Background: an optimization exercise with open tools, aiming at small area, a short achievable clock period and few clock cycles per item. Do not read the settings as production practice. Function was checked by simulation only, so behaviour that the tests miss may differ from the original.

[design/flow/constraint.sdc]
create_clock -name core_clock -period 240.0 [get_ports {clk}]
set_input_delay 48.0000 -clock core_clock [delete_from_list [all_inputs] [get_ports {clk}]]
set_output_delay 48.0000 -clock core_clock [all_outputs]
set_load 0.01 [all_outputs]
[design/flow/flow/run.sh]
#!/bin/bash
set -euo pipefail
bash standard.sh "BUFFER_PORTS_ARGS=-buffer_cell sky130_fd_sc_hd__buf_1" finish > flow_make.log 2>&1
[design/flow/config.mk]
export PLATFORM = sky130hd
export DESIGN_NAME = instr_exec_seq
export DESIGN_NICKNAME = instr_exec_seq
export VERILOG_FILES = /design/flow/design.v
export SDC_FILE = /design/flow/constraint.sdc
export NUM_CORES = 8
export LEC_CHECK = 0
export CAP_MARGIN = 20
export CORE_MARGIN = 2
export CORE_UTILIZATION = 50
export CTS_BUF_LIST = sky130_fd_sc_hd__clkbuf_8 sky130_fd_sc_hd__clkbuf_16
export PLACE_DENSITY = 0.65
export SLEW_MARGIN = 20
[design/flow/standard.sh]
#!/bin/bash
# synth_recipe.tcl (not shown) runs the flow's synth.tcl, then flattens the netlist and writes it again
# the make line also repeats each setting of config.mk as NAME=value (left out here)
make -C /OpenROAD-flow-scripts/flow DESIGN_CONFIG=/design/flow/config.mk WORK_HOME=/design/flow/orfs CLKGATE_MAP_FILE= SYNTH_SCRIPT=/design/flow/synth_recipe.tcl "${@:-finish}"
[design/flow/design.v]
package instr_register_pkg;
  typedef enum logic [2:0] {
    ZERO  = 3'd0,
    PASSA = 3'd1,
    PASSB = 3'd2,
    ADD   = 3'd3,
    SUB   = 3'd4,
    MULT  = 3'd5,
    DIV   = 3'd6,
    MOD   = 3'd7
  } opcode_t;
  typedef logic signed [31:0] operand_t;
  typedef logic [4:0]         address_t;
  typedef logic signed [63:0] result_t;
  typedef struct packed {
    opcode_t  opc;
    operand_t op_a;
    operand_t op_b;
    result_t  res;
  } instruction_t;
  typedef enum logic [2:0] {
    ST_IDLE = 3'd0,
    ST_READ = 3'd1,
    ST_EXEC = 3'd2,
    ST_OUT  = 3'd3,
    ST_FIN  = 3'd4
  } exec_state_t;
  function automatic result_t sext_operand(input operand_t op);
    sext_operand = {{32{op[31]}}, op};
  endfunction
endpackage
module instr_add32 #(
  parameter int FAST = 0
) (
  input  logic [31:0] x,
  input  logic [31:0] y,
  input  logic        ci,
  output logic [31:0] s,
  output logic        co
);
  logic [32:0] c;
  logic [31:0] p, g;
  assign c[0] = ci;
  assign p    = x ^ y;
  assign g    = x & y;
  genvar i;
  generate
    for (i = 0; i < 32 - FAST; i = i + 1) begin : g_rip
      assign s[i]   = x[i] ^ y[i] ^ c[i];
      assign c[i+1] = (x[i] & y[i]) | (x[i] & c[i]) | (y[i] & c[i]);
    end
    for (i = 32 - FAST; i < 32; i = i + 2) begin : g_cla
      assign c[i+1] = g[i] | (p[i] & c[i]);
      assign c[i+2] = g[i+1] | (p[i+1] & g[i]) | (p[i+1] & p[i] & c[i]);
      assign s[i]   = p[i] ^ c[i];
      assign s[i+1] = p[i+1] ^ c[i+1];
    end
  endgenerate
  assign co = c[32];
endmodule
module instr_step #(
  parameter int FAST = 0
) (
  input  logic        mul,
  input  logic [31:0] x,
  input  logic [31:0] b,
  input  logic        one,
  input  logic        two,
  input  logic [31:0] yo,
  input  logic        yos,
  input  logic        neg,
  input  logic        dbit,
  output logic [31:0] xo,
  output logic [1:0]  pb,
  output logic        q,
  output logic [31:0] s,
  output logic        s32
);
  logic [31:0] y, t;
  logic        y32, co, c33, t32, t33;
  assign y   = (({32{one}} & b) | ({32{two}} & {b[30:0], 1'b0}) | yo) ^ {32{neg}};
  assign y32 = ((b[31] & (one | two)) | yos) ^ neg;
  instr_add32 #(.FAST(FAST)) u_add (.x(x), .y(y), .ci(neg), .s(t), .co(co));
  assign t32 = x[31] ^ y32 ^ co;
  assign c33 = (x[31] & y32) | (x[31] & co) | (y32 & co);
  assign t33 = x[31] ^ y32 ^ c33;
  assign q   = co;
  assign pb  = t[1:0];
  assign s   = t;
  assign s32 = t32;
  assign xo  = mul ? {t33, t32, t[31:2]} : {(co ? t[30:0] : x[30:0]), dbit};
endmodule
module instr_sel2 (
  input  logic         s,
  input  logic [24:0]  a1,
  input  logic [24:0]  a0,
  output logic [24:0]  y
);
  assign y = s ? a1 : a0;
endmodule
module instr_sel4 (
  input  logic         s,
  input  logic [2:0]   opc,
  input  logic [5:0]   a11,
  input  logic [5:0]   a10,
  input  logic [5:0]   a01,
  input  logic [5:0]   a00,
  output logic [5:0]   y
);
  logic f;
  assign f = opc[2] & (opc[1] | opc[0]);
  assign y = s ? (f ? a11 : a10) : (f ? a01 : a00);
endmodule
module instr_exec_seq
#(
  parameter int DIV_EN = 1
) (
  input  logic         clk,
  input  logic         reset_n,
  input  logic         start,
  input  instr_register_pkg::address_t     start_addr,
  input  logic [5:0]   count,
  output instr_register_pkg::address_t     read_pointer,
  input  instr_register_pkg::instruction_t instruction_word,
  output logic         busy,
  output logic         done,
  output logic         res_valid,
  input  logic         res_ready,
  output instr_register_pkg::address_t     res_addr,
  output instr_register_pkg::opcode_t      res_opcode,
  output instr_register_pkg::result_t      res_value,
  output logic         res_err
);
  localparam logic [3:0] LAST_DIV = 4'd9;    
  localparam logic [3:0] LAST_MUL = 4'd4;    
  logic [2:0]  cap_opc;
  logic [31:0] cap_a;
  logic [31:0] cap_b;
  logic        cap_ok;      
  logic        adv;         
  logic [5:0]  to_issue;    
  logic        it;          
  logic        post;        
  logic [3:0]  cnt;
  logic [3:0]  ext;         
  logic        bprev;       
  logic [63:0] w;
  logic [4:0]  rp;
  logic        busy_q, rv, rv_c;
  logic [7:0]  rv_g;
  logic unused_res;
  assign unused_res = ^instruction_word.res;
  assign read_pointer = rp;
  assign res_value    = w;
  logic c_pa, c_pb, c_add, c_sub, c_mul, c_dm, c_isdiv, c_mod;
  logic sa, sb;
  assign c_pa    = (cap_opc == 3'd1);
  assign c_pb    = (cap_opc == 3'd2);
  assign c_add   = (cap_opc == 3'd3);
  assign c_sub   = (cap_opc == 3'd4);
  assign c_mul   = (cap_opc == 3'd5);
  assign c_dm    = cap_opc[2] & cap_opc[1];
  assign c_isdiv = ~cap_opc[0];
  assign c_mod   = c_dm & cap_opc[0];
  assign sa      = cap_a[31];
  assign sb      = cap_b[31];
  logic [31:0] ma, mb;
  logic [32:0] ta, tb;
  assign ma = cap_a ^ {32{sa}};
  assign mb = cap_b ^ {32{sb}};
  assign ta[32] = 1'b0;
  assign tb[32] = 1'b0;
  genvar gi;
  generate
    for (gi = 31; gi >= 0; gi = gi - 1) begin : g_len
      assign ta[gi] = ta[gi+1] | ma[gi];
      assign tb[gi] = tb[gi+1] | mb[gi];
    end
  endgenerate
  logic az, bz, a_lt_b;
  assign az    = ~ta[0] & ~sa;                  
  assign bz    = (~tb[0] & ~sb) || (DIV_EN == 0);  
  assign a_lt_b = |(tb[32:1] & ~ta[31:0]);       
  logic quick;   
  assign quick = c_mul ? (az | bz) : (bz | a_lt_b);
  logic [31:0] pv;
  logic        pneg;
  assign pv   = c_isdiv ? w[35:4] : {1'b0, ext, w[63:37]};
  assign pneg = c_isdiv ? (sa ^ sb) : sa;
  logic        xa, yb, ya, sci;
  logic [31:0] ss;
  logic        s32;
  assign xa  = ~post & (c_pa | c_add | c_sub | (c_mod & ~bz & a_lt_b));
  assign yb  = ~post & (c_pb | c_add | c_sub);
  assign ya  = ~post & c_dm & ~quick;
  assign sci = post ? pneg : (c_sub | (ya & sa));
  logic        last;
  assign last = (cnt == (c_mul ? LAST_MUL : LAST_DIV));
  logic [2:0] m0, m1, m2;    
  logic       mstart;
  logic [6:0] mb7;
  assign mstart = ~it & c_mul & ~quick;
  assign mb7 = it ? {w[5:0], bprev} : {cap_a[5:0], 1'b0};
  assign m0 = mb7[2:0];
  assign m1 = mb7[4:2];
  assign m2 = mb7[6:4];
  logic o0, o1, o2, t0, t1, t2, n0, n1, n2;
  assign o0 = ~c_mul | (m0[1] ^ m0[0]);
  assign o1 = ~c_mul | (m1[1] ^ m1[0]);
  assign o2 = ~c_mul | (m2[1] ^ m2[0]);
  assign t0 = c_mul & (m0[2] ^ m0[1]) & ~(m0[1] ^ m0[0]);
  assign t1 = c_mul & (m1[2] ^ m1[1]) & ~(m1[1] ^ m1[0]);
  assign t2 = c_mul & (m2[2] ^ m2[1]) & ~(m2[1] ^ m2[0]);
  assign n0 = c_mul ? m0[2] : ~sb;
  assign n1 = c_mul ? m1[2] : ~sb;
  assign n2 = c_mul ? m2[2] : ~sb;
  logic [31:0] x0, x1, x2, x3;
  logic [1:0]  p0, p1, p2;
  logic        q0, q1, q2;
  assign x0 = {ext, w[63:36]};
  logic [31:0] sx0, syo;
  logic        one0, two0, neg0;
  assign sx0  = it ? x0 : (xa ? cap_a : 32'd0);
  assign syo  = it ? 32'd0 : ((ya ? cap_a : 32'd0) | (post ? pv : 32'd0));
  assign one0 = (it | mstart) ? o0 : yb;
  assign two0 = (it | mstart) & t0;
  assign neg0 = (it | mstart) ? n0 : sci;
  instr_step u_st0 (.mul(c_mul), .x(sx0), .b(cap_b), .one(one0), .two(two0), .yo(syo), .yos(~it & ya & sa),
                    .neg(neg0), .dbit(it ? w[35] : ss[31]), .xo(x1), .pb(p0), .q(q0), .s(ss), .s32(s32));
  instr_step u_st1 (.mul(c_mul), .x(x1), .b(cap_b), .one(o1), .two(t1), .yo(32'd0), .yos(1'b0),
                    .neg(n1), .dbit(it ? w[34] : ss[30]), .xo(x2), .pb(p1), .q(q1), .s(), .s32());
  instr_step #(.FAST(8)) u_st2 (.mul(c_mul), .x(x2), .b(cap_b), .one(o2), .two(t2), .yo(32'd0), .yos(1'b0),
                    .neg(n2), .dbit(it ? w[33] : ss[29]), .xo(x3), .pb(p2), .q(q2), .s(), .s32());
  logic [30:0] rem;
  logic        fast;
  assign rem  = {ext, w[63:37]};
  assign fast = it & c_dm & (cnt <= 4'd6) & tb[9] & (&(~rem | {9'd0, tb[31:10]}));
  logic [67:0] chain;
  assign chain = c_mul ? {x3, p2, p1, p0, w[35:6]}
                       : {x3, w[32:4], q0, q1, q2, w[3:0]};
  logic pending, issue_s, issue_i, issue, finish, consumed;
  logic c_iter;
  assign c_iter   = (c_mul | c_dm) & ~quick;
  assign pending  = busy_q & cap_ok & (to_issue != 6'd0) & ~it & ~post;
  assign issue_s  = pending & ~c_iter;
  assign issue_i  = pending &  c_iter;
  assign issue    = issue_s | issue_i;
  assign finish   = (it & last & c_mul) | post;
  assign consumed = issue_s | finish;
  logic penult;
  assign penult = c_mul ? (it & (cnt == LAST_MUL - 4'd1)) : (it & last);
  logic [4:0] rp_inc, rp_dec;
  assign rp_inc = rp + 5'd1;
  assign rp_dec = rp - 5'd1;
  logic [4:0] rp_n   [2][2];    
  logic       adv_n  [2][2];
  logic       ok_n   [2];
  always_comb begin
    for (int r = 0; r < 2; r++) begin
      logic st, fsel, akeep;
      logic [4:0] rkeep;
      st = rv & (r == 0);
      if (st) begin
        fsel  = ~cap_ok;
        rkeep = adv ? rp_dec : rp;
        akeep = adv;
        ok_n[r] = ~cap_ok | ~adv;
      end else begin
        fsel  = ~cap_ok | (consumed & adv);
        rkeep = consumed ? rp_inc : adv ? rp_dec : penult ? rp_inc : rp;
        akeep = (~consumed & ~adv & penult) | adv;
        ok_n[r] = ~cap_ok | ~(consumed ^ adv);
      end
      rp_n[r][1]  = fsel ? rp     : rkeep;
      rp_n[r][0]  = fsel ? rp_inc : rkeep;
      adv_n[r][1] = fsel ? 1'b0   : akeep;
      adv_n[r][0] = fsel ? 1'b1   : akeep;
    end
  end
  logic lastbeat;
  assign lastbeat = rv & (to_issue == 6'd0);   
  localparam int NL = 25;
  logic [NL-1:0] late1, late0, late;
  logic          n_ok, n_it, n_rv, n_busy, n_done, n_rvo, n_busyo, n_rvc, go;
  logic [7:0]    n_rvg, wde;
  logic          newres;
  assign newres = issue_s | finish;
  assign late1 = {ok_n[1], issue_i | (it & ~last), newres, ~lastbeat, lastbeat,
                  newres, ~(res_valid & (to_issue == 6'd0)), {8{newres}}, newres,
                  8'hff, issue};
  assign late0 = {ok_n[0], (issue_i & ~rv) | (it & ~last), rv | newres, 1'b1, 1'b0,
                  res_valid | newres, 1'b1, rv_g | {8{newres}}, rv_c | newres,
                  ~rv_g, issue & ~rv_c};
  instr_sel2 u_late (.s(res_ready), .a1(late1), .a0(late0), .y(late));
  assign {n_ok, n_it, n_rv, n_busy, n_done, n_rvo, n_busyo, n_rvg, n_rvc, wde, go} = late;
  logic [5:0] fetch_n;
  instr_sel4 u_fetch (.s(res_ready), .opc(instruction_word.opc),
                               .a11({rp_n[1][1], adv_n[1][1]}), .a10({rp_n[1][0], adv_n[1][0]}),
                               .a01({rp_n[0][1], adv_n[0][1]}), .a00({rp_n[0][0], adv_n[0][0]}),
                               .y(fetch_n));
  always_ff @(posedge clk or negedge reset_n) begin
    if (!reset_n) begin
      busy_q    <= 1'b0;
      done      <= 1'b0;
      rv        <= 1'b0;
      it        <= 1'b0;
      post      <= 1'b0;
      cap_ok    <= 1'b0;
    end else begin
      if (!busy_q) begin
        it        <= 1'b0;
        post      <= 1'b0;
        cap_ok    <= 1'b0;
        rv        <= 1'b0;
        busy_q    <= start & ~done & (count != 6'd0);
        done      <= start & ~done & (count == 6'd0);
      end else begin
        cap_ok    <= n_ok;
        it        <= n_it;
        post      <= it & last & ~c_mul;
        rv        <= n_rv;
        busy_q    <= n_busy;
        done      <= n_done;
      end
    end
  end
  always_ff @(posedge clk) begin
    cap_opc <= instruction_word.opc;
    cap_a   <= instruction_word.op_a;
    cap_b   <= instruction_word.op_b;
    if (!busy_q) begin
      rp       <= start_addr;
      to_issue <= count;
    end else begin
      {rp, adv} <= fetch_n;
      if (go) to_issue <= to_issue - 6'd1;
    end
    if (go) begin
      res_addr   <= adv ? rp_dec : rp;
      res_opcode <= instr_register_pkg::opcode_t'(cap_opc);
      res_err    <= c_dm & bz;
    end
    if (issue_i && go) cnt <= 4'd0;
    else if (it)       cnt <= cnt + (fast ? 4'd3 : 4'd1);
  end
  logic [67:0] w_nx;
  logic        bprev_nx;
  always_comb begin
    bprev_nx = it ? w[5] : cap_a[5];
    if (fast)                 w_nx = {rem[21:0], w[36:28], w[27:4], 9'd0, w[3:0]};
    else if (it)              w_nx = chain;
    else if (issue_i && c_dm) w_nx = {x3, ss[28:0], 1'b0, q1, q2, 4'd0};
    else if (issue_i)         w_nx = {x3, p2, p1, p0, {4{cap_a[31]}}, cap_a[31:6]};
    else                      w_nx = {4'd0, {32{s32}}, ss};
  end
  genvar gb;
  generate
    for (gb = 0; gb < 8; gb = gb + 1) begin : g_wb
      always_ff @(posedge clk) begin
        if (wde[gb]) w[8*gb+7:8*gb] <= w_nx[8*gb+7:8*gb];
      end
    end
  endgenerate
  always_ff @(posedge clk) begin
    if (wde[7]) ext   <= w_nx[67:64];
    if (wde[0]) bprev <= bprev_nx;
  end
  always_ff @(posedge clk or negedge reset_n) begin
    if (!reset_n) begin
      busy      <= 1'b0;
      res_valid <= 1'b0;
      rv_g      <= 8'd0;
      rv_c      <= 1'b0;
    end else if (!busy_q) begin
      busy      <= start & ~done & (count != 6'd0);
      res_valid <= 1'b0;
      rv_g      <= 8'd0;
      rv_c      <= 1'b0;
    end else begin
      busy      <= n_busyo;
      res_valid <= n_rvo;
      rv_g      <= n_rvg;
      rv_c      <= n_rvc;
    end
  end
endmodule
==> impl_metrics.tcl, run 1 <==
set metrics [dict create \
    crit_path_max_incr_delay_ps 370 \
    ys_seq_elements 178 \
    drtPass1Iterations 10 \
    cts_tree "yes" \
    nets 2303 \
    cts_max_level 4 \
    vias 17133 \
    ys_warn_count 4 \
    antenna_found_initial 1 \
    max_freq_ghz 0.0202 \
    drive_gt1_share_pct 7.57 \
    critPathSlowestCell "mux2_2" \
    worstMarginPinSlew_ps 969 \
    cap_viol_max_count 0 \
    grt_pass1_wl_um 102000 \
    grt_pass1_vias 16141 \
    grtUsageTotal_pct 38.2 \
    start_util_pct 51.0 \
    wl_um 68900 \
    syn2layout_area_growth_pct 7.69 \
    hold_start "res_valid" \
    critPathCaptureType "register" \
    final_cell_mix "nand2_1 (249), buf_1 (162), o21ai_0 (144), a21oi_1 (134), nor2_1 (113)" \
    rsz0062_at_grt "no" \
    maxSlewHeadroom_pct 35.2 \
    startpoint_type "input pin" \
    synth-async-reset-ratio_pct 9.55 \
    die_h_um 189 \
    clk_path_buf_depth 2 \
    hp-class "reg -> reg" \
    clockRootBuffer "clkbuf_16" \
    fin_ws_ps 190400 \
    status "timing/DRC/antenna clean" \
    synth_top_area_cell "edfxtp_1" \
    syn_inst 2019 \
    placed_cell_area_mm2 0.0179 \
    synth_top_cell_area_share_pct 15.8 \
    finalHoldViolations 0 \
    ys_types 83 \
    dp_hpwl_um 50400 \
    setup_viol 0 \
    grt_max_degree 71 \
    startpoint "instruction_word[128]" \
    drt_first_iter_violations 2775 \
    final_util_pct 54.9 \
    cts_resized 0 \
    fin_tns_setup_ps 0 \
    ys.flop_type "edfxtp_1" \
    synthTopCellsByArea "edfxtp_1 (16%), fa_1 (11%), dfxtp_1 (8.3%)" \
    path_clk_slew_ps 70 \
    critPathKind "in -> reg" \
    wire_per_inst_um 27.4 \
    grt.overflow.total 0 \
    pre_cts_slack_ps 189930 \
    core_mm2 0.0336 \
    post-route-period-util_pct 20.7 \
    syn_nets 2273 \
    synth_edf_count 90 \
    synth.avg_cell_area_um2 8.48 \
    viasPerCell 6.82 \
    dieArea_mm2 0.0358 \
    post-route-min-period_ps 49600 \
    die_x_um 189 \
    reg2reg_from "cap_b[26]" \
    clock_latency_ps 460 \
    layout_commonest_cell "nand2_1" \
    crit_fanout 5 \
    port_buffers 162 \
    gp_congestion 1.02 \
    ioPinCount 227 \
    slew_viol_final 0 \
    rows 67 \
    post_cts_buffers 0 \
    crit_chain "buf_1 -> o21ai_0 -> nand2_1 -> a21oi_1 -> mux2_2 -> o211ai_1 -> nor2_1 -> mux2i_1 -> nand2_1" \
    cts.sinks 178 \
    critPathRequiredTime_ps 240210 \
    cp_data_arrival_time_ps 49810 \
    drc_errors 0 \
    yosysSeqAreaShare_pct 26.6 \
    final_antenna_net_count 0 \
    final_area_mm2 0.0184 \
    cts_buffers 17 \
    crit_top_cell "nand2_1" \
    cts_hold_buf 0 \
    syn-cell-area_mm2 0.0171 \
    clock_skew_ps 16.7 \
]
worst max-delay path: cells and delay by family:
kind	cells	cell delay (ps)
compound gates	3	880
buf+inv	1	100
mux	2	510
simple gates	3	330
path summary, 6_finish.rpt:
path                           end  slack (ps)  cells after the start
min in group asynchronous  rv_g[5]       47660                      1
max reg2reg                  w[49]      190850                    124
min reg2reg                   busy         490                      1
min                           busy         490                      1
max                          rp[2]      190400                      9
max in group asynchronous       it      191640                      1
layer usage:
layer | wire length, µm | share of wire [%] | vias up | track usage [%]
met5 | 0 | 0 | - | 0
met4 | 4620 | 6.7 | 0 | 22.2
met3 | 8150 | 12 | 274 | 7.82
met2 | 29100 | 42 | 1263 | 56.7
met1 | 27000 | 39 | 8176 | 51.5
li1 | - | - | 7420 | -
cell usage after synthesis (all sizes together), types with 18 or more instances:
cell type,number
a22o,61
nor4,18
mux2i,66
xor2,47
nand3,52
a22oi,63
a31oi,34
dfxtp,71
inv,55
a21oi,136
nor2,117
xnor2,90
nor3,34
nor2b,26
a222oi,25
a211o,18
nand2,249
fa,93
edfxtp,90
mux2,54
o21ai,161
buf,41
a211oi,18
clkbuf,150
registers in the layout, summed over array words and instances (netlist names), 4 cells and up, named ones only:
register  count
cap_a        32
cap_b        32
cnt           4
ext           4
res_addr      5
rp            5
rv_g          8
to_issue      6
w            64
stage by stage:
stage / std cells / hold WS, ps
after floorplan: 2019 / 406
after global placement: 2478 / 470
after detailed placement: 2478 / 485
after CTS: 2510 / 496
after global routing: 2510 / 525
final: 2512 / 488
cell type report:
cell class,count,area [µm²]
clock inverters,15,141
repair buffers,202,908
fillers,3188,15200
inverters,57,214
flip-flops and latches,178,4550
multi-input cells,1593,11600
well taps,448,561
clock buffers,17,425
diodes,2,5.00
logic make-up after synthesis:
kind of cell	count (synthesis)	synth area share [%]
DFF	178	26.6
adders and majority gates	108	12.0
muxes	120	7.41
xor gates and xnor gates	137	7.01
AOI/OAI and AO/OA	625	24.5
and+or+nand+nor	603	16.7
buffers and inverters	248	5.90
Testbench counts, summed over its fixed seeds: cycles 19,239, items 6,353.
==> run 2: changes to the inputs <==
--- a/design/flow/config.mk
+++ b/design/flow/config.mk
@@ -10,3 +10,2 @@
 export CORE_UTILIZATION = 50
-export CTS_BUF_LIST = sky130_fd_sc_hd__clkbuf_8 sky130_fd_sc_hd__clkbuf_16
 export PLACE_DENSITY = 0.65
==> impl_metrics.tcl, run 2 <==
set metrics [dict create \
    slew_viol_final 0 \
    rows 67 \
    startpoint_type "input pin" \
    critPathRequiredTime_ps 240210 \
    viasPerCell 6.84 \
    critPathCaptureType "register" \
    max_freq_ghz 0.0202 \
    min_delay_path_depth 1 \
    path_clk_slew_ps 70 \
    layout_commonest_cell "nand2_1" \
    final_util_pct 54.9 \
    r2r_cells 125 \
    start_util_pct 51.0 \
    crit_path_max_incr_delay_ps 370 \
    top_regs "w: 64 flops, cap_a: 32 flops, cap_b: 32 flops" \
    hp-class "reg -> reg" \
    syn-cell-area_mm2 0.0171 \
    cts.sinks 178 \
    largest_reg_flops 64 \
    nets 2303 \
    drive_gt1_share_pct 7.57 \
    rsz0062_at_grt "no" \
    wl_um 68900 \
    yosysSeqAreaShare_pct 26.6 \
    clk_path_buf_depth 2 \
    setup_viol 0 \
    vias 17181 \
    critPathKind "in -> reg" \
    post-route-min-period_ps 49600 \
    wire_per_inst_um 27.4 \
    clock_skew_ps 16.7 \
    grt.overflow.total 0 \
    final_area_mm2 0.0184 \
    dieArea_mm2 0.0358 \
    cts_buffers 17 \
    syn_inst 2019 \
    synth-async-reset-ratio_pct 9.55 \
    status "timing/DRC/antenna clean" \
    core_mm2 0.0336 \
    maxSlewHeadroom_pct 36.2 \
    synthTopCellsByCount "nand2_1 (249), clkbuf_1 (150), o21ai_0 (145), a21oi_1 (136), nor2_1 (117)" \
    clock_latency_ps 460 \
    min_to "busy" \
    syn_nets 2273 \
    holdWs_ps 489 \
    clockRootBuffer "clkbuf_16" \
    ys_seq_elements 178 \
    die_h_um 189 \
    antenna_found_initial 1 \
    die_x_um 189 \
    reg2reg_from "cap_b[26]" \
    crit_chain "buf_1 -> o21ai_0 -> nand2_1 -> a21oi_1 -> mux2_2 -> o211ai_1 -> nor2_1 -> mux2i_1 -> nand2_1" \
    grtUsageTotal_pct 38.2 \
    fin_tns_setup_ps 0 \
    syn2layout_area_growth_pct 7.68 \
    post-route-period-util_pct 20.7 \
    cts_hold_buf 0 \
    finalHoldViolations 0 \
    final_cell_mix "nand2_1 (249), buf_1 (162), o21ai_0 (144), a21oi_1 (134), nor2_1 (113)" \
    ys_types 83 \
    placed_cell_area_mm2 0.0179 \
    worstMarginPinSlew_ps 954 \
    cts_resized 0 \
    synth_edf_count 90 \
    synthTopCellsByArea "edfxtp_1 (16%), fa_1 (11%), dfxtp_1 (8.3%)" \
    hold_start "res_valid" \
    cts_tree "yes" \
    gp_congestion 1.02 \
    dp_hpwl_um 50400 \
    grt_max_degree 71 \
    cp_data_arrival_time_ps 49810 \
    ys_warn_count 4 \
    synth.avg_cell_area_um2 8.48 \
    crit_top_cell "nand2_1" \
    cts_max_level 4 \
    regMostFlops "w" \
    stdcell_count 2511 \
    final_antenna_net_count 0 \
    post_cts_buffers 0 \
    drtPass1Iterations 9 \
    r2r-end "w[44]" \
    ys.flop_type "edfxtp_1" \
    crit_fanout 5 \
    grt_pass1_vias 16141 \
    synth_top_cell_area_share_pct 15.8 \
    rrSetupSlack_ps 190810 \
    synth_top_area_cell "edfxtp_1" \
    grt_pass1_wl_um 102000 \
    synth_most_common_cell "nand2_1" \
    port_buffers 162 \
    placed_cells 2478 \
    drc_errors 0 \
    critPathSlowestCell "mux2_2" \
    ioPinCount 227 \
    drt_first_iter_violations 2827 \
    cap_viol_max_count 0 \
]
## run 2: final cells by class
cell class,count,area (µm²)
multi-input combinational,1593,11600
timing repair buffer,202,908
tap,448,561
clock inverter,14,138
clock buffer,18,429
antenna,1,2.50
fill,3188,15200
sequential,178,4550
inverter,57,214
## run 2: through the flow
step                worst slack (ps)
global placement              189940
detailed placement            189930
global route                  189110
CTS                           190410
floorplan                     190410
finish                        190400
## run 2: worst max-delay path by stage
stage / from / to / depth (start not counted)
floorplan: instruction_word[128] / rp[2] / 8
global placement: instruction_word[128] / rp[2] / 9
detailed placement: instruction_word[128] / rp[2] / 9
CTS: instruction_word[128] / rp[2] / 9
global route: cap_b[26] / ext[2] / 123
finish: instruction_word[128] / rp[2] / 9
## run 2: kinds of logic (layout without fill, tap and decap cells)
logic type               Yosys count  after routing  synth area share (%)
adder cells (fa/ha/maj)          108            108                  12.0
AO/OA/AOI/OAI                    625            625                  24.5
AND/OR/NAND/NOR                  603            603                  16.7
buffers and inverters            248            291                  5.90
XOR/XNOR                         137            137                  7.01
flip-flops                       178            178                  26.6
other                              0              1                     0
multiplexers                     120            120                  7.41
## run 2: critical path: cells and delay by family
kind / cells / cell delay, ps
multiplexers: 2 / 510
AO/OA/AOI/OAI: 3 / 880
buffers and inverters: 1 / 100
AND/OR/NAND/NOR: 3 / 320
## run 2: routing by layer
layer	part of all wire (%)	global-route usage, %	vias to the layer above	wire (µm)
li1	-	-	7424	-
met1	39	51.5	8111	26900
met2	42	56.7	1365	29100
met3	12	7.82	281	8270
met4	6.7	22.2	0	4640
met5	0	0	-	0
==> run 3: changes to the inputs <==
--- a/design/flow/config.mk
+++ b/design/flow/config.mk
@@ -10,2 +10,3 @@
 export CORE_UTILIZATION = 50
+export CTS_BUF_LIST = sky130_fd_sc_hd__clkbuf_4 sky130_fd_sc_hd__clkbuf_8
 export PLACE_DENSITY = 0.65
==> impl_metrics.tcl, run 3 <==
set metrics [dict create \
    status "timing/DRC/antenna clean" \
    nets 2303 \
    syn2layout_area_growth_pct 6.57 \
    ys_types 83 \
    cts.sinks 178 \
    dieArea_mm2 0.0358 \
    top_regs "w: 64 flops, cap_a: 32 flops, cap_b: 32 flops" \
    grt.busiest_layer "met2" \
    antenna_found_initial 0 \
    startpoint_type "input pin" \
    synthTopCellsByArea "edfxtp_1 (16%), fa_1 (11%), dfxtp_1 (8.3%)" \
    crit_fanout 5 \
    synth.avg_cell_area_um2 8.48 \
    cts_resized 0 \
    stdcell_count 2510 \
    cts_max_level 4 \
    grtUsageTotal_pct 38.2 \
    synthTopCellsByCount "nand2_1 (249), clkbuf_1 (150), o21ai_0 (145), a21oi_1 (136), nor2_1 (117)" \
    grt_use_met1_pct 52.1 \
    synth_edf_count 90 \
    grt_pass1_vias 16068 \
    slew_viol_final 0 \
    fill_cells 3209 \
    ys_seq_elements 178 \
    wire_per_inst_um 27.5 \
    vias 17166 \
    use_met2_pct 56.7 \
    setup_viol 0 \
    maxSlewHeadroom_pct 33.4 \
    ys.flop_type "edfxtp_1" \
    max_freq_ghz 0.0202 \
    drt_first_iter_violations 2630 \
    fin_ws_ps 190440 \
    grt.overflow.total 0 \
    cts_buffers 17 \
    gp_congestion 1.02 \
    holdWs_ps 492 \
    clk_path_buf_depth 2 \
    finalHoldViolations 0 \
    cts_hold_buf 0 \
    post-route-min-period_ps 49560 \
    die_x_um 189 \
    largest_reg_flops 64 \
    port_buffers 162 \
    layout_commonest_cell "nand2_1" \
    synth_most_common_cell "nand2_1" \
    synth-async-reset-ratio_pct 9.55 \
    ys_warn_count 4 \
    yosysSeqAreaShare_pct 26.6 \
    post_cts_buffers 0 \
    clock_latency_ps 520 \
    drive_gt1_share_pct 7.61 \
    syn-cell-area_mm2 0.0171 \
    antenna_cells 0 \
    cp_data_arrival_time_ps 49830 \
    synth_top_area_cell "edfxtp_1" \
    syn_nets 2273 \
    critPathKind "in -> reg" \
    synth_top_cell_area_share_pct 15.8 \
    rows 67 \
    fin_tns_setup_ps 0 \
    drc_errors 0 \
    hp-class "reg -> reg" \
    rsz0062_at_grt "no" \
    final_antenna_net_count 0 \
    critPathRequiredTime_ps 240270 \
    critPathCaptureType "register" \
    cts_tree "yes" \
    grt_max_degree 71 \
    clock_skew_ps 24.6 \
    final_cell_mix "nand2_1 (249), buf_1 (162), o21ai_0 (144), a21oi_1 (134), nor2_1 (113)" \
    viasPerCell 6.84 \
    start_util_pct 51.0 \
    post-route-period-util_pct 20.6 \
    regMostFlops "w" \
    met3_usage_pct 7.38 \
    grt_pass1_wl_um 102000 \
    worstMarginPinSlew_ps 996 \
    ioPinCount 227 \
    rrSetupSlack_ps 190820 \
    placed_cells 2478 \
    drtPass1Iterations 10 \
    core_mm2 0.0336 \
    clockRootBuffer "clkbuf_8" \
    cap_viol_max_count 0 \
    wl_um 69000 \
    die_h_um 189 \
    syn_inst 2019 \
    dp_hpwl_um 50400 \
    pre_cts_slack_ps 189930 \
    path_clk_slew_ps 110 \
]
run 3: cell counts after synthesis:
No cell type changed its count.
run 3: routing by layer:
metal  vias up  wire (µm)
met5         -          0
met4         0       4200
met3       248       8160
met2      1353      29400
met1      8152      27200
li1       7413          -
run 3: critical path, cell delays in order:
cell and delay, ps:
buf_1 100, o21ai_0 290, nand2_1 200, a21oi_1 340, mux2_2 370, o211ai_1 250, nor2_1 70, mux2i_1 140
nand2_1 60
run 3: area by class of cell:
| cell class | instances | area (µm²) | area share (%) |
|---|---|---|---|
| inverters | 57 | 214 | 1.17 |
| multi-input cells | 1593 | 11600 | 63.8 |
| clock buffers | 18 | 241 | 1.32 |
| clock inverters | 14 | 138 | 0.754 |
| repair buffers | 202 | 908 | 4.98 |
| flip-flops and latches | 178 | 4550 | 25.0 |
| well taps | 448 | 561 | 3.07 |
run 3: final timing paths:
kind | startpoint | to | depth (start not counted)
min in group asynchronous | reset_n | rv_g[5] | 1
max in group asynchronous | reset_n | it | 1
setup reg to reg | cap_b[26] | w[49] | 124
hold / removal | res_valid | busy | 1
hold reg to reg | res_valid | busy | 1
setup / recovery | instruction_word[128] | rp[2] | 9
run 3: logic make-up after synthesis:
group | Yosys count | synth area share (%)
AO/OA/AOI/OAI | 625 | 24.5
buffers and inverters | 248 | 5.90
multiplexers | 120 | 7.41
flip-flops | 178 | 26.6
AND/OR/NAND/NOR | 603 | 16.7
XOR/XNOR | 137 | 7.01
adder cells (fa/ha/maj) | 108 | 12.0
run 3: per-stage QoR:
step / util [%] / cell area [µm²]
2_1_floorplan: - / 17100
3_3_place_gp: 53.2 / 17900
3_5_place_dp: 53.2 / 17900
4_1_cts: 54.3 / 18300
5_1_grt: 54.3 / 18300
6_report: 54.3 / 18300
==> run 4: changes to the inputs <==
--- a/design/flow/design.v
+++ b/design/flow/design.v
@@ -236,3 +236,3 @@
   assign rem  = {ext, w[63:37]};
-  assign fast = it & c_dm & (cnt <= 4'd6) & tb[9] & (&(~rem | {9'd0, tb[31:10]}));
+  assign fast = it & c_dm & (cnt <= 4'd6) & (&(~w[36:28] | tb[9:1])) & (&(~rem | {9'd0, tb[31:10]}));
   logic [67:0] chain;
--- a/design/flow/config.mk
+++ b/design/flow/config.mk
@@ -10,3 +10,2 @@
 export CORE_UTILIZATION = 50
-export CTS_BUF_LIST = sky130_fd_sc_hd__clkbuf_4 sky130_fd_sc_hd__clkbuf_8
 export PLACE_DENSITY = 0.65
==> impl_metrics.tcl, run 4 <==
set metrics [dict create \
    synth.avg_cell_area_um2 8.44 \
    synth_most_common_cell "nand2_1" \
    ys_types 84 \
    critPathCaptureType "register" \
    synthMuxAreaShare_pct 5.74 \
    die_h_um 189 \
    syn-cell-area_mm2 0.0171 \
    post-route-period-util_pct 20.8 \
    ys_warn_count 4 \
    vias 17833 \
    synthTopCellsByArea "edfxtp_1 (16%), fa_1 (11%), dfxtp_1 (8.3%)" \
    holdWs_ps 495 \
    setup_viol 0 \
    status "timing/DRC/antenna clean" \
    nets 2323 \
    ys_seq_elements 178 \
    grt_max_degree 171 \
    critPathSlowestCell "nor2b_1" \
    grtUsageTotal_pct 44.6 \
    regMostFlops "w" \
    cts_max_level 4 \
    synth_top_cell_area_share_pct 15.8 \
    crit_fanout 13 \
    cap_viol_max_count 0 \
    syn_inst 2029 \
    final_antenna_net_count 0 \
    post-route-min-period_ps 49840 \
    rows 67 \
    maxSlewHeadroom_pct 24.7 \
    rsz0062_at_grt "no" \
    clk_path_buf_depth 2 \
    grt_pass1_wl_um 115000 \
    cts.sinks 178 \
    yosysSeqAreaShare_pct 26.6 \
    ys.flop_type "edfxtp_1" \
    core_mm2 0.0336 \
    cp_data_arrival_time_ps 50180 \
    largest_reg_flops 64 \
    cts_tree "yes" \
    top_regs "w: 64 flops, cap_a: 32 flops, cap_b: 32 flops" \
    startpoint_type "input pin" \
    gp_congestion 1.03 \
    finalHoldViolations 0 \
    cts_resized 0 \
    critPathKind "in -> reg" \
    crit_top_cell "o21ai_0" \
    critPathRequiredTime_ps 240340 \
    crit_chain "buf_1 -> nor2b_1 -> o21ai_0 -> nand2b_1 -> o211ai_1 -> o21ai_0 -> o311a_1 -> nand2_1" \
    slew_viol_final 0 \
    crit_path_max_incr_delay_ps 710 \
    synth_top_area_cell "edfxtp_1" \
    antenna_found_initial 4 \
    synth-simple-area-share_pct 16.3 \
    viasPerCell 7.04 \
    drt_first_iter_violations 3064 \
    syn_nets 2283 \
    synthTopCellsByCount "nand2_1 (245), a21oi_1 (164), clkbuf_1 (148), nor2_1 (123), o21ai_0 (110)" \
    fin_tns_setup_ps 0 \
    clock_skew_ps 28.8 \
    synth_compound_area_share_pct 26.5 \
    layout_commonest_cell "nand2_1" \
    drive_gt1_share_pct 6.58 \
    dieArea_mm2 0.0357 \
    cts_hold_buf 0 \
    die_x_um 189 \
    cts_buffers 17 \
    clock_latency_ps 490 \
    drtPass1Iterations 13 \
    dp_hpwl_um 58800 \
    port_buffers 162 \
    grt_pass1_vias 16671 \
    ioPinCount 227 \
    synth_edf_count 90 \
    synth-async-reset-ratio_pct 9.55 \
    start_util_pct 50.9 \
    path_clk_slew_ps 70 \
    wl_um 79900 \
    syn2layout_area_growth_pct 8.36 \
    worstMarginPinSlew_ps 1130 \
    synth_xor_area_share_pct 7.62 \
    synth_top_family_by_area "compound AO/OA/AOI/OAI gates" \
    drc_errors 0 \
    hp-class "reg -> reg" \
    max_freq_ghz 0.0201 \
    clockRootBuffer "clkbuf_16" \
    synth_fa_ha_area_share_pct 12.0 \
    grt.overflow.total 0 \
    wire_per_inst_um 31.5 \
    final_cell_mix "nand2_1 (245), a21oi_1 (161), buf_1 (161), nor2_1 (119), o21ai_0 (110)" \
    post_cts_buffers 0 \
]
## run 4: cell count changes after synthesis, moves of 21 or more
cell / delta
xor2_1: +33
xnor2_1: -21
mux2_2: -38
a21oi_1: +28
o21a_1: +22
a22oi_1: +22
o21ai_1: +24
o21ai_0: -35
## run 4: layer usage
metal | track usage, % | routed length (µm)
met1 | 57.8 | 29900
met5 | 0 | 14
met2 | 64.0 | 33300
met4 | 27.4 | 5780
met3 | 15.1 | 10900
## run 4: final timing paths
check	from	to	slack, ps	depth (start not counted)
worst min-delay path	res_valid	busy	490	1
min in group asynchronous	reset_n	rv_g[0]	47470	1
max in group asynchronous	reset_n	it	192160	1
worst max-delay path	res_ready	rp[2]	190160	8
worst max register to register	cap_b[28]	w[41]	190650	116
worst min register to register	res_valid	busy	490	1
## run 4: cell type report
type                       count  area [µm²]
antenna                        3        7.51
clock buffer                  19         433
clock inverter                13         125
fill                        3228       15100
inverter                      41         154
multi-input combinational   1621       11700
sequential                   178        4560
tap                          448         561
timing repair buffer         210         982
## run 4: cells by family after synthesis
group | Yosys count
multiplexers | 96
XOR/XNOR | 149
AND/OR/NAND/NOR | 589
flip-flops | 178
adder cells (fa/ha/maj) | 108
AO/OA/AOI/OAI | 679
buffers and inverters | 230
## run 4: worst max-delay path: cells and delay by family
kind,cells,cell delay [ps]
simple gates,3,1040
compound gates,4,810
buf+inv,1,320
## run 4: stage by stage
step,cells,util (%),setup slack (ps),instance area [µm²]
3_3_place_gp,2498,53.5,189830,18000
6_report,2533,55.2,190160,18600
4_1_cts,2530,55.2,190270,18500
5_1_grt,2530,55.2,189250,18500
3_5_place_dp,2498,53.5,189780,18000
2_1_floorplan,2029,-,190670,17100
Testbench counts of run 4, summed over its fixed seeds: cycles 18,407, items 6,353.
==> run 5: changes to the inputs <==
--- a/design/flow/design.v
+++ b/design/flow/design.v
@@ -139,3 +139,2 @@
   logic        cap_ok;      
-  logic        adv;         
   logic [5:0]  to_issue;    
@@ -249,32 +248,7 @@
   assign consumed = issue_s | finish;
-  logic penult;
-  assign penult = c_mul ? (it & (cnt == LAST_MUL - 4'd1)) : (it & last);
   logic [4:0] rp_inc, rp_dec;
+  logic       cap_ld;
   assign rp_inc = rp + 5'd1;
   assign rp_dec = rp - 5'd1;
-  logic [4:0] rp_n   [2][2];    
-  logic       adv_n  [2][2];
-  logic       ok_n   [2];
-  always_comb begin
-    for (int r = 0; r < 2; r++) begin
-      logic st, fsel, akeep;
-      logic [4:0] rkeep;
-      st = rv & (r == 0);
-      if (st) begin
-        fsel  = ~cap_ok;
-        rkeep = adv ? rp_dec : rp;
-        akeep = adv;
-        ok_n[r] = ~cap_ok | ~adv;
-      end else begin
-        fsel  = ~cap_ok | (consumed & adv);
-        rkeep = consumed ? rp_inc : adv ? rp_dec : penult ? rp_inc : rp;
-        akeep = (~consumed & ~adv & penult) | adv;
-        ok_n[r] = ~cap_ok | ~(consumed ^ adv);
-      end
-      rp_n[r][1]  = fsel ? rp     : rkeep;
-      rp_n[r][0]  = fsel ? rp_inc : rkeep;
-      adv_n[r][1] = fsel ? 1'b0   : akeep;
-      adv_n[r][0] = fsel ? 1'b1   : akeep;
-    end
-  end
+  assign cap_ld = ~cap_ok | issue_s | finish;
   logic lastbeat;
@@ -287,6 +261,6 @@
   assign newres = issue_s | finish;
-  assign late1 = {ok_n[1], issue_i | (it & ~last), newres, ~lastbeat, lastbeat,
+  assign late1 = {1'b1, issue_i | (it & ~last), newres, ~lastbeat, lastbeat,
                   newres, ~(res_valid & (to_issue == 6'd0)), {8{newres}}, newres,
                   8'hff, issue};
-  assign late0 = {ok_n[0], (issue_i & ~rv) | (it & ~last), rv | newres, 1'b1, 1'b0,
+  assign late0 = {~(issue_s & rv), (issue_i & ~rv) | (it & ~last), rv | newres, 1'b1, 1'b0,
                   res_valid | newres, 1'b1, rv_g | {8{newres}}, rv_c | newres,
@@ -295,7 +269,2 @@
   assign {n_ok, n_it, n_rv, n_busy, n_done, n_rvo, n_busyo, n_rvg, n_rvc, wde, go} = late;
-  logic [5:0] fetch_n;
-  instr_sel4 u_fetch (.s(res_ready), .opc(instruction_word.opc),
-                               .a11({rp_n[1][1], adv_n[1][1]}), .a10({rp_n[1][0], adv_n[1][0]}),
-                               .a01({rp_n[0][1], adv_n[0][1]}), .a00({rp_n[0][0], adv_n[0][0]}),
-                               .y(fetch_n));
   always_ff @(posedge clk or negedge reset_n) begin
@@ -327,5 +296,7 @@
   always_ff @(posedge clk) begin
-    cap_opc <= instruction_word.opc;
-    cap_a   <= instruction_word.op_a;
-    cap_b   <= instruction_word.op_b;
+    if (cap_ld) begin
+      cap_opc <= instruction_word.opc;
+      cap_a   <= instruction_word.op_a;
+      cap_b   <= instruction_word.op_b;
+    end
     if (!busy_q) begin
@@ -334,3 +305,4 @@
     end else begin
-      {rp, adv} <= fetch_n;
+      if (!n_ok)       rp <= rp_dec;    
+      else if (cap_ld) rp <= rp_inc;
       if (go) to_issue <= to_issue - 6'd1;
@@ -338,3 +310,3 @@
     if (go) begin
-      res_addr   <= adv ? rp_dec : rp;
+      res_addr   <= rp_dec;
       res_opcode <= instr_register_pkg::opcode_t'(cap_opc);
--- a/design/flow/config.mk
+++ b/design/flow/config.mk
@@ -9,4 +9,4 @@
 export CORE_MARGIN = 2
-export CORE_UTILIZATION = 50
-export PLACE_DENSITY = 0.65
+export CORE_UTILIZATION = 70
+export PLACE_DENSITY = 0.8
 export SLEW_MARGIN = 20
==> impl_metrics.tcl, run 5 <==
set metrics [dict create \
    status "timing/DRC/antenna clean" \
    synth-simple-area-share_pct 15.6 \
    fill_cells 1670 \
    cap_viol_max_count 0 \
    synthTopCellsByArea "edfxtp_1 (27%), fa_1 (11%), nand2_1 (5.1%)" \
    ioPinCount 227 \
    cts_resized 0 \
    cts.sinks 177 \
    syn2layout_area_growth_pct 6.93 \
    synth-async-reset-ratio_pct 9.60 \
    clk_path_buf_depth 2 \
    yosysSeqAreaShare_pct 29.7 \
    worstMarginPinSlew_ps 1210 \
    synth_fa_ha_area_share_pct 11.6 \
    slew_viol_final 0 \
    setup_viol 0 \
    fin_tns_setup_ps 0 \
    core_mm2 0.0244 \
    regMostFlops "w" \
    vias 18068 \
    cts_tree "yes" \
    critPathCaptureType "register" \
    die_x_um 162 \
    critPathSlowestCell "nor4_4" \
    placed_cells 2295 \
    drtPass1Iterations 12 \
    drive_gt1_share_pct 7.89 \
    grt_pass1_vias 16761 \
    startpoint_type "input pin" \
    synthTopCellsByCount "nand2_1 (235), edfxtp_1 (156), a21oi_1 (128), clkbuf_1 (124), nor2_1 (108)" \
    dieArea_mm2 0.0262 \
    grt_max_degree 80 \
    max_freq_ghz 0.0202 \
    cp.buffers_inverters 1 \
    cp_top_family "simple AND/OR/NAND/NOR gates" \
    grt_pass1_wl_um 105000 \
    pre_cts_slack_ps 189990 \
    largest_reg_flops 64 \
    synth.avg_cell_area_um2 8.92 \
    ys_types 89 \
    synth_compound_area_share_pct 24.5 \
    critPathRequiredTime_ps 240220 \
    post-route-min-period_ps 49620 \
    grt.overflow.total 0 \
    path_clk_slew_ps 100 \
    antenna_found_initial 5 \
    fin_ws_ps 190380 \
    finalHoldViolations 0 \
    die_h_um 162 \
    crit_path_max_incr_delay_ps 430 \
    gp_congestion 1.10 \
    critPathKind "in -> reg" \
    cts_hold_buf 0 \
    wire_per_inst_um 31.3 \
    rsz0062_at_grt "no" \
    syn_nets 2209 \
    layout_commonest_cell "nand2_1" \
    register_area_mm2 0.00519 \
    holdWs_ps 532 \
    crit_fanout 13 \
    clockRootBuffer "clkbuf_16" \
    cp_data_arrival_time_ps 49840 \
    drc_errors 0 \
    synth_xor_area_share_pct 7.28 \
    port_buffers 162 \
    multi_input_area_mm2 0.0113 \
    grtUsageTotal_pct 55.0 \
    final_antenna_net_count 0 \
    syn-cell-area_mm2 0.0175 \
    synth_top_family_by_area "compound AO/OA/AOI/OAI gates" \
    dp_hpwl_um 50100 \
    viasPerCell 7.74 \
    clock_latency_ps 460 \
    crit_chain "buf_1 -> nand2b_1 -> nor4_4 -> mux2i_1 -> xor2_1 -> mux2_2" \
    syn_inst 1957 \
    maxSlewHeadroom_pct 19.5 \
    wl_um 73100 \
    start_util_pct 71.6 \
    cts_max_level 4 \
    ys.flop_type "edfxtp_1" \
    top_regs "w: 64 flops, cap_a: 32 flops, cap_b: 32 flops" \
    nets 2242 \
    synthMuxAreaShare_pct 5.41 \
    post-route-period-util_pct 20.7 \
    hp-class "reg -> reg" \
    final_cell_mix "nand2_1 (234), buf_1 (161), edfxtp_1 (156), a21oi_1 (125), nor2_1 (106)" \
    ys_warn_count 1 \
    rows 57 \
    drt_first_iter_violations 3822 \
    synth_top_cell_area_share_pct 26.8 \
    synth_top_area_cell "edfxtp_1" \
    synth_edf_count 156 \
    stdcell_count 2333 \
    ys_seq_elements 177 \
    cts_buffers 17 \
    synth_most_common_cell "nand2_1" \
    final_util_pct 76.5 \
    post_cts_buffers 0 \
    clock_skew_ps 21.3 \
]
run 5: cell types whose count changed after synthesis, moves of 26 or more:
cell      change
o21ai_1      -27
nand3_1      +37
a21oi_1      -36
dfxtp_1      -67
edfxtp_1     +66
xor2_1       -26
run 5: cells by family (layout without fill, tap and decap cells):
group / Yosys count / after routing
buf+inv: 240 / 286
fa+ha+maj: 106 / 106
compound gates: 616 / 616
other cells: 0 / 6
mux: 90 / 90
xor+xnor: 145 / 145
flops: 177 / 177
simple gates: 583 / 583
run 5: layout make-up:
| class | count | area share (%) |
|---|---|---|
| inverters | 55 | 1.11 |
| flip-flops and latches | 177 | 27.8 |
| clock buffers | 17 | 2.28 |
| well taps | 324 | 2.17 |
| repair buffers | 199 | 4.75 |
| multi-input cells | 1540 | 60.6 |
| clock inverters | 15 | 1.18 |
| diodes | 6 | 0.0805 |
run 5: metal layers:
metal,part of all wire [%],GRT usage (%)
met3,19,28.3
met1,31,64.7
met2,41,77.5
met5,0.094,1.52
met4,9.2,38.5
run 5: through the flow:
stage / instance area, µm²
after floorplan: 17500
after global placement: 18000
after detailed placement: 18000
after CTS: 18600
after global routing: 18600
final: 18700
run 5: worst paths after layout:
kind / end / cells after the start / from / slack (ps)
max: rp[3] / 6 / res_ready / 190380
min reg2reg: done / 1 / done / 530
min in group asynchronous: rv_g[4] / 1 / reset_n / 47500
max reg2reg: ext[2] / 123 / cap_b[31] / 190830
min: done / 1 / done / 530
max in group asynchronous: it / 1 / reset_n / 192090
Testbench counts of run 5, summed over its fixed seeds: cycles 17,563, items 6,353.
==> run 6: changes to the inputs <==
--- a/design/flow/config.mk
+++ b/design/flow/config.mk
@@ -9,4 +9,4 @@
 export CORE_MARGIN = 2
-export CORE_UTILIZATION = 70
-export PLACE_DENSITY = 0.8
+export CORE_UTILIZATION = 35
+export PLACE_DENSITY = 0.5
 export SLEW_MARGIN = 20
==> impl_metrics.tcl, run 6 <==
set metrics [dict create \
    cts_buffers 17 \
    clock_skew_ps 21.7 \
    die_h_um 227 \
    hp-class "reg -> reg" \
    grt_pass1_vias 16401 \
    start_util_pct 35.6 \
    crit_chain "buf_1 -> nor2b_1 -> or2_2 -> a211oi_1 -> nor2_1" \
    final_antenna_net_count 0 \
    largest_reg_flops 64 \
    viasPerCell 6.34 \
    drive_gt1_share_pct 8.08 \
    synthTopCellsByCount "nand2_1 (235), edfxtp_1 (156), a21oi_1 (128), clkbuf_1 (124), nor2_1 (108)" \
    cap_viol_max_count 0 \
    wl_um 81300 \
    antenna_found_initial 0 \
    fin_tns_setup_ps 0 \
    r2r_cells 121 \
    critPathSlowestCell "a211oi_1" \
    cp.buffers_inverters 1 \
    crit_path_max_incr_delay_ps 920 \
    rrSetupSlack_ps 190750 \
    ys_warn_count 1 \
    synth_top_cell_area_share_pct 26.8 \
    min_to "done" \
    grt_max_degree 72 \
    antenna_cells 0 \
    startpoint_type "input pin" \
    layout_commonest_cell "nand2_1" \
    clk_path_buf_depth 2 \
    status "timing/DRC/antenna clean" \
    nets 2244 \
    slew_viol_final 0 \
    synth_top_area_cell "edfxtp_1" \
    grt_pass1_wl_um 117000 \
    final_area_mm2 0.0191 \
    max_freq_ghz 0.0202 \
    min_delay_path_depth 1 \
    met3_usage_pct 7.59 \
    ioPinCount 227 \
    cts_resized 0 \
    ys_types 89 \
    synth_edf_count 156 \
    use_met2_pct 48.5 \
    cp_data_arrival_time_ps 49960 \
    die_x_um 227 \
    critPathKind "in -> reg" \
    ys_seq_elements 177 \
    cp_top_family "compound AO/OA/AOI/OAI gates" \
    path_clk_slew_ps 80 \
    r2r-end "ext[2]" \
    dieArea_mm2 0.0517 \
    drtPass1Iterations 8 \
    ys.flop_type "edfxtp_1" \
    grt_use_met1_pct 42.1 \
    critPathCaptureType "register" \
    setup_viol 0 \
    final_cell_mix "nand2_1 (232), buf_1 (161), edfxtp_1 (156), a21oi_1 (125), nor2_1 (106)" \
    drc_errors 0 \
    synthTopCellsByArea "edfxtp_1 (27%), fa_1 (11%), nand2_1 (5.1%)" \
    gp_congestion 0.972 \
    placed_cell_area_mm2 0.0185 \
    grtUsageTotal_pct 31.7 \
    yosysSeqAreaShare_pct 29.7 \
    holdWs_ps 496 \
    synth.avg_cell_area_um2 8.92 \
    syn_nets 2209 \
    wire_per_inst_um 30.5 \
    final_util_pct 38.8 \
    grt.busiest_layer "met2" \
    top_regs "w: 64 flops, cap_a: 32 flops, cap_b: 32 flops" \
    syn2layout_area_growth_pct 9.18 \
    regMostFlops "w" \
    dp_hpwl_um 58800 \
    cts_tree "yes" \
    finalHoldViolations 0 \
    cts.sinks 177 \
    cts_max_level 4 \
    critPathRequiredTime_ps 240340 \
    synth_most_common_cell "nand2_1" \
    port_buffers 162 \
    reg2reg_from "cap_b[30]" \
    vias 16926 \
    core_mm2 0.0491 \
    syn_inst 1957 \
    drt_first_iter_violations 2325 \
    worstMarginPinSlew_ps 1120 \
    crit_fanout 13 \
    clock_latency_ps 500 \
    maxSlewHeadroom_pct 24.6 \
    syn-cell-area_mm2 0.0175 \
    rsz0062_at_grt "no" \
    hold_start "done" \
    post-route-period-util_pct 20.7 \
    post-route-min-period_ps 49620 \
    rows 81 \
    grt.overflow.total 0 \
    synth-async-reset-ratio_pct 9.60 \
    cts_hold_buf 0 \
    clockRootBuffer "clkbuf_16" \
    post_cts_buffers 0 \
]
run 6: logic make-up after synthesis:
family                   after synthesis  share of synthesized area (%)
AO/OA/AOI/OAI                        616                           24.5
XOR/XNOR                             145                           7.28
multiplexers                          90                           5.41
flip-flops                           177                           29.7
buffers and inverters                240                           5.82
AND/OR/NAND/NOR                      583                           15.6
adder cells (fa/ha/maj)              106                           11.6
run 6: worst max path at each step:
stage | from | end | slack [ps] | cells past startpoint
global route | cap_b[31] | ext[2] | 189240 | 122
finish | res_ready | cnt[3] | 190380 | 5
global placement | res_ready | cnt[3] | 189990 | 5
detailed placement | res_ready | cnt[3] | 189950 | 5
CTS | w[36] | res_value[36] | 190360 | 1
floorplan | res_ready | rp[3] | 190700 | 5
run 6: metrics by stage:
stage	instances	setup WS, ps
after floorplan	1957	190700
after global placement	2637	189990
after detailed placement	2637	189950
after CTS	2669	190360
after global routing	2669	189240
final	2669	190380
run 6: final cells by class:
| type | instances | area, µm² |
|---|---|---|
| clock inverters | 14 | 166 |
| flip-flops and latches | 177 | 5190 |
| well taps | 664 | 831 |
| fillers | 5057 | 30000 |
| multi-input cells | 1540 | 11300 |
| repair buffers | 201 | 902 |
| clock buffers | 18 | 429 |
| inverters | 55 | 206 |
run 6: routing by layer:
| layer | vias to the layer above | wire (µm) |
|---|---|---|
| met5 | - | 0 |
| met4 | 0 | 4220 |
| met3 | 226 | 8230 |
| met2 | 1069 | 36200 |
| met1 | 8351 | 32600 |
| li1 | 7280 | - |
run 6: worst reg2reg max path: cells and delay by family, from the launching register on:
family / cells / cell delay (ps)
xor gates and xnor gates: 1 / 70
and+or+nand+nor: 12 / 2700
muxes: 1 / 270
buffers and inverters: 6 / 1360
AOI/OAI and AO/OA: 15 / 3110
DFF: 1 / 700
adders and majority gates: 86 / 40830
==> run 7: changes to the inputs <==
--- a/design/flow/config.mk
+++ b/design/flow/config.mk
@@ -9,4 +9,4 @@
 export CORE_MARGIN = 2
-export CORE_UTILIZATION = 35
-export PLACE_DENSITY = 0.5
+export CORE_UTILIZATION = 50
+export PLACE_DENSITY = 0.65
 export SLEW_MARGIN = 20
==> impl_metrics.tcl, run 7 <==
set metrics [dict create \
    clk_path_buf_depth 2 \
    wire_per_inst_um 29.9 \
    rsz0062_at_grt "no" \
    r2r_cells 121 \
    final_antenna_net_count 0 \
    holdWs_ps 499 \
    cts_resized 0 \
    cts_buffers 17 \
    critPathKind "reg -> out" \
    yosysSeqAreaShare_pct 29.7 \
    path_clk_slew_ps 80 \
    grt_pass1_vias 16050 \
    cts_max_level 4 \
    drtPass1Iterations 7 \
    drive_gt1_share_pct 7.79 \
    drt_first_iter_violations 2876 \
    syn_inst 1957 \
    drc_errors 0 \
    synth.avg_cell_area_um2 8.92 \
    critPathSlowestCell "edfxtp_1" \
    worstMarginPinSlew_ps 1010 \
    synth_top_cell_area_share_pct 26.8 \
    slew_viol_final 0 \
    port_buffers 162 \
    dp_hpwl_um 52500 \
    viasPerCell 6.95 \
    cp_data_arrival_time_ps 1580 \
    post_cts_buffers 0 \
    cts.sinks 177 \
    antenna_found_initial 3 \
    critPathCaptureType "output pin" \
    max_freq_ghz 0.0202 \
    startpoint_type "register" \
    startpoint "w[38]" \
    cts_tree "yes" \
    hp-class "reg -> reg" \
    fin_tns_setup_ps 0 \
    post-route-min-period_ps 49580 \
    clock_latency_ps 470 \
    synth-async-reset-ratio_pct 9.60 \
    synth_edf_count 156 \
    cts_hold_buf 0 \
    post-route-period-util_pct 20.7 \
    ioPinCount 227 \
    cp-endpoint "res_value[38]" \
    ys_types 89 \
    cp_top_family "flip-flops" \
    grt_pass1_wl_um 106000 \
    nets 2242 \
    rrSetupSlack_ps 190930 \
    synthTopCellsByArea "edfxtp_1 (27%), fa_1 (11%), nand2_1 (5.1%)" \
    wl_um 73500 \
    cap_viol_max_count 0 \
    clockRootBuffer "clkbuf_16" \
    cp.buffers_inverters 1 \
    synthTopCellsByCount "nand2_1 (235), edfxtp_1 (156), a21oi_1 (128), clkbuf_1 (124), nor2_1 (108)" \
    finalHoldViolations 0 \
    r2r-end "ext[2]" \
    critPathRequiredTime_ps 192000 \
    synth_top_area_cell "edfxtp_1" \
    die_x_um 191 \
    setup_viol 0 \
    placed_cells 2426 \
    stdcell_count 2459 \
    ys_warn_count 1 \
    layout_commonest_cell "nand2_1" \
    grt_max_degree 82 \
    clock_skew_ps 15.6 \
    syn2layout_area_growth_pct 7.28 \
    start_util_pct 50.6 \
    syn-cell-area_mm2 0.0175 \
    largest_reg_flops 64 \
    regMostFlops "w" \
    maxSlewHeadroom_pct 32.6 \
    top_regs "w: 64 flops, cap_a: 32 flops, cap_b: 32 flops" \
    crit_fanout 7 \
    ys.flop_type "edfxtp_1" \
    final_util_pct 54.3 \
    die_h_um 191 \
    status "timing/DRC/antenna clean" \
    vias 17088 \
    final_cell_mix "nand2_1 (234), buf_1 (161), edfxtp_1 (156), a21oi_1 (125), nor2_1 (106)" \
    grt.overflow.total 0 \
    reg2reg_from "cap_b[22]" \
    dieArea_mm2 0.0364 \
    worstSetupPathDepth 1 \
    core_mm2 0.0345 \
    gp_congestion 1.06 \
    synth_most_common_cell "nand2_1" \
    rows 68 \
    crit_chain "buf_1" \
    crit_path_max_incr_delay_ps 890 \
    grtUsageTotal_pct 40.4 \
    syn_nets 2209 \
    ys_seq_elements 177 \
]
==> run 7: stage by stage <==
| step | setup WS (ps) | instance area, µm² |
|---|---|---|
| floorplan | 190700 | 17500 |
| global placement | 190130 | 18200 |
| detailed placement | 190050 | 18200 |
| CTS | 190470 | 18700 |
| global route | 189440 | 18700 |
| finish | 190420 | 18700 |
==> run 7: cells by family (layout without fill, tap and decap cells) <==
| family | after synthesis | count (layout) | share of synthesized area, % |
|---|---|---|---|
| other | 0 | 1 | 0 |
| xor gates and xnor gates | 145 | 145 | 7.28 |
| muxes | 90 | 90 | 5.41 |
| and+or+nand+nor | 583 | 583 | 15.6 |
| buffers and inverters | 240 | 286 | 5.82 |
| DFF | 177 | 177 | 29.7 |
| AOI/OAI and AO/OA | 616 | 616 | 24.5 |
| adders and majority gates | 106 | 106 | 11.6 |
==> run 7: metal layers <==
metal	vias to the layer above	GRT usage (%)	wire length (µm)
met5	-	0	8
met2	1401	57.3	30800
met1	8108	52.3	26700
met4	2	28.7	5670
li1	7265	-	-
met3	312	12.4	10300
==> run 7: worst min-delay path by stage <==
stage	start	end	slack [ps]	cells past startpoint
after floorplan	cap_opc[0]	res_opcode[0]	450	0
after global placement	done	done	460	1
after detailed placement	done	done	490	1
after CTS	done	done	500	1
after global routing	done	done	500	1
final	done	done	500	1
==> run 7: final cells by class <==
| type | count | area, µm² |
|---|---|---|
| tap | 455 | 569 |
| multi-input combinational | 1540 | 11300 |
| timing repair buffer | 199 | 887 |
| inverter | 55 | 206 |
| clock inverter | 13 | 128 |
| antenna | 1 | 2.50 |
| fill | 3217 | 15700 |
| sequential | 177 | 5190 |
| clock buffer | 19 | 433 |

-- afterwards: timing with drivers on the ports --
Ports are ideal in the flow. The routed layouts listed here were re-timed in OpenROAD. Step 1: set_driving_cell puts a clkbuf_16 on clk and a buf_2 on each other input, an assumption about the parent block. Step 2, shift: input delay + t, output delay - t, t = (earliest + latest rising clock arrival at the registers) / 2. This alone moves slack from input paths to output paths. a / b / c = no drivers / after step 1 / after step 2; a / b = the first two.
run	shift t [ns]	setup WS [ns]	hold slack, ns	worst slew at a driven data input, ns
run 1	0.506	190.395 / 190.431 / 189.924	0.488 / 0.488 / 0.488	0.07
run 2	0.510	190.399 / 190.435 / 189.926	0.489 / 0.489 / 0.489	0.07
run 3	0.558	190.443 / 190.409 / 189.920	0.492 / 0.492 / 0.492	0.07
run 4	0.526	190.162 / 190.195 / 189.670	0.495 / 0.495 / 0.495	0.04
run 5	0.502	190.378 / 190.330 / 189.898	0.532 / 0.532 / 0.532	0.06
run 6	0.552	190.379 / 190.318 / 189.856	0.496 / 0.496 / 0.496	0.06
run 7	0.520	190.417 / 190.360 / 190.049	0.499 / 0.499 / 0.499	0.05
After both steps every run listed still meets setup and hold.
